Background: an optimization exercise with open tools, aiming at small area and a short achievable clock period. Do not read the settings as production practice.
Only simulation tests tie the RTL to the original design; equivalence was not proved.
No activity file was given, so power comes from the tool's default toggle rates.

## try-ember
## ifft_tf_mult
module ifft_tf_mult #(
  parameter int DW   = 16,
  parameter int TW   = 12,
  parameter bit CONJ = 1'b1
) (
  input  logic                 clk,
  input  logic                 rst,
  input  logic                 in_valid,
  input  logic                 in_sop,
  input  logic                 in_tw_en,
  input  logic signed [DW-1:0] in_real,
  input  logic signed [DW-1:0] in_imag,
  output logic [2:0]           tf_addr,
  input  logic signed [TW-1:0] tf_real,
  input  logic signed [TW-1:0] tf_imag,
  output logic                 out_valid,
  output logic                 out_sop,
  output logic signed [DW-1:0] out_real,
  output logic signed [DW-1:0] out_imag,
  output logic                 ovf
);
  logic [2:0] cnt_q, cnt_d;
  logic       use_unity;
  always_comb begin
    use_unity = !in_tw_en || in_sop;
    cnt_d     = cnt_q;
    if (in_valid) begin
      if (in_tw_en)
        cnt_d = (in_sop ? 3'd0 : cnt_q) + 3'd1;
      else if (in_sop)
        cnt_d = 3'd0;
    end
  end
  logic [11:0] tc, te;
  assign tc = use_unity ? 12'd1024 : tf_real;
  assign te = use_unity ? 12'd0 : tf_imag;
  logic        s1_valid_q, s1_sop_q;
  logic [15:0] s1_a_q, s1_b_q;
  logic [5:0]  s1_cn_q, s1_c1_q, s1_en_q, s1_e1_q;
  logic [4:0]  s1_c2_q, s1_e2_q;
  logic [5:0]  cn_d, c1_d, en_d, e1_d;
  logic [4:0]  c2_d, e2_d;
  assign cn_d[0] = tc[1];
  assign c1_d[0] = (tc[0] ^ 1'b0);
  assign c2_d[0] = ((tc[1] & ~tc[0] & ~1'b0) | (~tc[1] & tc[0] & 1'b0));
  assign cn_d[1] = tc[3];
  assign c1_d[1] = (tc[2] ^ tc[1]);
  assign c2_d[1] = ((tc[3] & ~tc[2] & ~tc[1]) | (~tc[3] & tc[2] & tc[1]));
  assign cn_d[2] = tc[5];
  ...
==> flow/config.mk <==
export PLATFORM = sky130hd
export DESIGN_NAME = ifft_tf_mult
export DESIGN_NICKNAME = ifft_tf_mult
export VERILOG_FILES = /design/flow/design.v
export SDC_FILE = /design/flow/constraint.sdc
export NUM_CORES = 4
export LEC_CHECK = 0
export CAP_MARGIN = 20
export CORE_MARGIN = 2
export CORE_UTILIZATION = 40
export CTS_BUF_LIST = sky130_fd_sc_hd__clkbuf_8
export CTS_CLUSTER_DIAMETER = 50
export CTS_CLUSTER_SIZE = 16
export SETUP_SLACK_MARGIN = 4.0
export SLEW_MARGIN = 20
export SYNTH_HIERARCHICAL = 1
export SYNTH_MINIMUM_KEEP_SIZE = 0
==> flow/constraint.sdc <==
create_clock -name core_clock -period 6.5 [get_ports {clk}]
set_input_delay 1.3000 -clock core_clock [delete_from_list [all_inputs] [get_ports {clk}]]
set_output_delay 1.3000 -clock core_clock [all_outputs]
set_load 0.01 [all_outputs]
standard.sh (not shown) runs the stock make flow with config.mk's settings and CLKGATE_MAP_FILE= SYNTH_SCRIPT=/design/flow/synth_recipe.tcl, a recipe that flattens the netlist after the stock synthesis.
==> flow/flow/run.sh <==
#!/bin/bash
# The standard layout, with the port buffers made of plain buf_2 cells instead of the
# delay-buffer cell buffer_ports picks by default. Every port still gets its own buffer.
set -euo pipefail
export BUFFER_PORTS_ARGS="-buffer_cell sky130_fd_sc_hd__buf_2"
bash standard.sh synth > synth.log 2>&1
bash standard.sh > layout.log 2>&1
What try-indigo does differently from try-ember at the input level:
# try-ember
export LEC_CHECK = 0
export CAP_MARGIN = 20
export CORE_MARGIN = 2
export CORE_UTILIZATION = 40
export CTS_BUF_LIST = sky130_fd_sc_hd__clkbuf_8
export CTS_CLUSTER_DIAMETER = 50
export CTS_CLUSTER_SIZE = 16
export SETUP_SLACK_MARGIN = 4.0
export SLEW_MARGIN = 20
export SYNTH_HIERARCHICAL = 1
export SYNTH_MINIMUM_KEEP_SIZE = 0
create_clock -name core_clock -period 6.5 [get_ports {clk}]
# try-indigo
export LEC_CHECK = 0
export CAP_MARGIN = 20
export CORE_MARGIN = 2
export CORE_UTILIZATION = 40
export CTS_BUF_LIST = sky130_fd_sc_hd__clkbuf_8
export CTS_CLUSTER_DIAMETER = 50
export CTS_CLUSTER_SIZE = 16
export SETUP_SLACK_MARGIN = 4.2
export SLEW_MARGIN = 20
export SYNTH_HIERARCHICAL = 1
export SYNTH_MINIMUM_KEEP_SIZE = 0
create_clock -name core_clock -period 6.5 [get_ports {clk}]
### Flow results
- Changes observed in try-indigo relative to try-ember: number of optimization iterations in the first detailed-route pass fell 1; required arrival time at the worst endpoint increased 0.06 ns.
- From try-ember to try-indigo the numbers moved as follows: first-iteration DRC count saw a decrease; share of total power in combinational logic now smaller; final hold slack stayed essentially flat; core utilization of the finished layout now sits higher; sequential share of layout area dropped 0.39 points.
- Diff try-ember -> try-indigo | portion of total power attributed to the clock network | increase of 1.7 points
- Total combinational power of try-indigo is on par with try-ember.
- Worst setup slack after layout: higher on try-ember
- Launch point of the worst path = s3_re_a24_q: try-ember; launch point of the worst path = s3_re_cy_q: try-indigo
- Power: try-indigo draws more than try-ember
Modified inputs, try-nickel compared to try-indigo
# try-indigo
export LEC_CHECK = 0
export CAP_MARGIN = 20
export CORE_MARGIN = 2
export CORE_UTILIZATION = 40
export CTS_BUF_LIST = sky130_fd_sc_hd__clkbuf_8
export CTS_CLUSTER_DIAMETER = 50
export CTS_CLUSTER_SIZE = 16
export SETUP_SLACK_MARGIN = 4.2
export SLEW_MARGIN = 20
export SYNTH_HIERARCHICAL = 1
export SYNTH_MINIMUM_KEEP_SIZE = 0
create_clock -name core_clock -period 6.5 [get_ports {clk}]
# try-nickel
export LEC_CHECK = 0
export CAP_MARGIN = 5
export CORE_MARGIN = 2
export CORE_UTILIZATION = 55
export CTS_BUF_LIST = sky130_fd_sc_hd__clkbuf_8
export CTS_CLUSTER_DIAMETER = 50
export CTS_CLUSTER_SIZE = 16
export PLACE_DENSITY = 0.7
export SETUP_SLACK_MARGIN = 4.0
export SLEW_MARGIN = 5
export SYNTH_HIERARCHICAL = 1
export SYNTH_MINIMUM_KEEP_SIZE = 0
create_clock -name core_clock -period 6.5 [get_ports {clk}]
### Flow results
- Delta(final cell count, try-nickel - try-indigo) < 0
- Final area down about 4% in try-nickel wrt try-indigo
- In the reports for try-nickel and try-indigo, the smaller count of nets after finishing belongs to try-nickel.
The following lists how try-juniper was set up differently from try-nickel:
# try-nickel
export LEC_CHECK = 0
export CAP_MARGIN = 5
export CORE_MARGIN = 2
export CORE_UTILIZATION = 55
export CTS_BUF_LIST = sky130_fd_sc_hd__clkbuf_8
export CTS_CLUSTER_DIAMETER = 50
export CTS_CLUSTER_SIZE = 16
export PLACE_DENSITY = 0.7
export SETUP_SLACK_MARGIN = 4.0
export SLEW_MARGIN = 5
export SYNTH_HIERARCHICAL = 1
export SYNTH_MINIMUM_KEEP_SIZE = 0
create_clock -name core_clock -period 6.5 [get_ports {clk}]
# try-juniper
export LEC_CHECK = 0
export CAP_MARGIN = 20
export CORE_MARGIN = 2
export CORE_UTILIZATION = 65
export CTS_BUF_LIST = sky130_fd_sc_hd__clkbuf_8
export CTS_CLUSTER_DIAMETER = 50
export CTS_CLUSTER_SIZE = 16
export PLACE_DENSITY = 0.8
export SETUP_SLACK_MARGIN = 4.0
export SLEW_MARGIN = 20
export SYNTH_HIERARCHICAL = 1
export SYNTH_MINIMUM_KEEP_SIZE = 0
create_clock -name core_clock -period 6.5 [get_ports {clk}]
==> comparison <==
Delta (try-juniper minus try-nickel): maximum VDD drop +17%, slew at the pin closest to its max-slew limit +0.19 ns, total cell area at the placement stage -about 0.4%, sequential share of layout area -0.17 points, met2 track demand over resource in global routing +8.1 points.
try-nickel -> try-juniper: gate count of the mapped netlist delta 0, exact match
For the initial cell density of the core, try-juniper came in 9.8 points higher than try-nickel did.
try-juniper vs. try-nickel: routability congestion estimate rose by 0.72%, worst setup slack increased by 0.021 ns relative to the old numbers, portion of total power attributed to combinational logic went up, post-route minimum period shrank by 0.021 ns.
Edits applied to the flow inputs when going from try-juniper to try-zinc:
# try-juniper
export LEC_CHECK = 0
export CAP_MARGIN = 20
export CORE_MARGIN = 2
export CORE_UTILIZATION = 65
export CTS_BUF_LIST = sky130_fd_sc_hd__clkbuf_8
export CTS_CLUSTER_DIAMETER = 50
export CTS_CLUSTER_SIZE = 16
export PLACE_DENSITY = 0.8
export SETUP_SLACK_MARGIN = 4.0
export SLEW_MARGIN = 20
export SYNTH_HIERARCHICAL = 1
export SYNTH_MINIMUM_KEEP_SIZE = 0
create_clock -name core_clock -period 6.5 [get_ports {clk}]
# try-zinc
export LEC_CHECK = 0
export CAP_MARGIN = 20
export CORE_MARGIN = 2
export CORE_UTILIZATION = 55
export CTS_BUF_LIST = sky130_fd_sc_hd__clkbuf_8
export CTS_CLUSTER_DIAMETER = 50
export CTS_CLUSTER_SIZE = 16
export PLACE_DENSITY = 0.7
export SETUP_SLACK_MARGIN = 4.0
export SLEW_MARGIN = 20
export SYNTH_HIERARCHICAL = 1
export SYNTH_MINIMUM_KEEP_SIZE = 0
create_clock -name core_clock -period 6.5 [get_ports {clk}]
--- outcome ---
try-zinc | stages: all done | timing, DRC, antenna: all pass. Of try-zinc and try-juniper, the higher number of resized instances in the post-cts repair step belongs to try-zinc. try-zinc — worst ir drop on vdd about 15% lower, try-juniper as reference. The flip-flop and latch share of the layout cell area number comes out higher for try-zinc vs try-juniper.
--- input diff try-zinc..try-lagoon ---
# try-zinc
export LEC_CHECK = 0
export CAP_MARGIN = 20
export CORE_MARGIN = 2
export CORE_UTILIZATION = 55
export CTS_BUF_LIST = sky130_fd_sc_hd__clkbuf_8
export CTS_CLUSTER_DIAMETER = 50
export CTS_CLUSTER_SIZE = 16
export PLACE_DENSITY = 0.7
export SETUP_SLACK_MARGIN = 4.0
export SLEW_MARGIN = 20
export SYNTH_HIERARCHICAL = 1
export SYNTH_MINIMUM_KEEP_SIZE = 0
create_clock -name core_clock -period 6.5 [get_ports {clk}]
# try-lagoon
export LEC_CHECK = 0
export CAP_MARGIN = 20
export CORE_MARGIN = 2
export CORE_UTILIZATION = 40
export CTS_BUF_LIST = sky130_fd_sc_hd__clkbuf_8
export CTS_CLUSTER_DIAMETER = 50
export CTS_CLUSTER_SIZE = 16
export SETUP_SLACK_MARGIN = 3.8
export SLEW_MARGIN = 20
export SYNTH_HIERARCHICAL = 1
export SYNTH_MINIMUM_KEEP_SIZE = 0
create_clock -name core_clock -period 6.5 [get_ports {clk}]
[summary]
- try-lagoon went all the way through the flow, and no timing, DRC or antenna check failed.
- try-zinc did not stop at any stage, and its layout met the timing, DRC and antenna checks.
- Taking try-zinc as the reference, in try-lagoon fraction of area in registers went up, cell area went down.
- Delta(logic gate share of total power, try-lagoon - try-zinc) < 0
- Worst hold slack across all endpoints essentially unchanged between try-zinc and try-lagoon.

==> static timing again, ports no longer ideal <==
No port has a modelled driver above. Below, the same layouts with a new extraction and two added sets of constraints.
Step 1: set_driving_cell puts a clkbuf_16 on clk and a buf_2 on each other input, an assumption about the parent block.
Step 2 adds t to the input delays and takes it off the output delays; t is the mean of the earliest and latest rising clock arrival at the registers after step 1. Input paths then give back, and output paths get back, about the clock's delay inside the block.
Three values: no drivers, after step 1, after step 2; two values: the first two.
run	shift t [ns]	slack for setup (ns)	hold slack, ns	worst setup path at the end	latest minus earliest clock arrival (ns)
try-ember	0.732	3.956 / 3.910 / 3.950	0.336 / 0.336 / 0.336	input to register	0.043 / 0.043
try-indigo	0.728	3.922 / 3.915 / 3.899	0.334 / 0.334 / 0.334	input to register	0.041 / 0.041
try-nickel	0.699	3.932 / 3.932 / 3.932	0.334 / 0.334 / 0.334	register to register	0.051 / 0.051
try-juniper	0.709	3.953 / 3.927 / 3.878	0.341 / 0.341 / 0.341	input to register	0.075 / 0.075
try-zinc	0.699	3.932 / 3.932 / 3.932	0.334 / 0.334 / 0.334	register to register	0.051 / 0.051
try-lagoon	0.718	3.734 / 3.734 / 3.734	0.334 / 0.334 / 0.334	register to register	0.052 / 0.052
After both steps setup and hold are still met in every run listed. The setup slack of try-juniper, which loses most, moves by -0.026 ns with the drivers and by -0.075 ns with both steps.
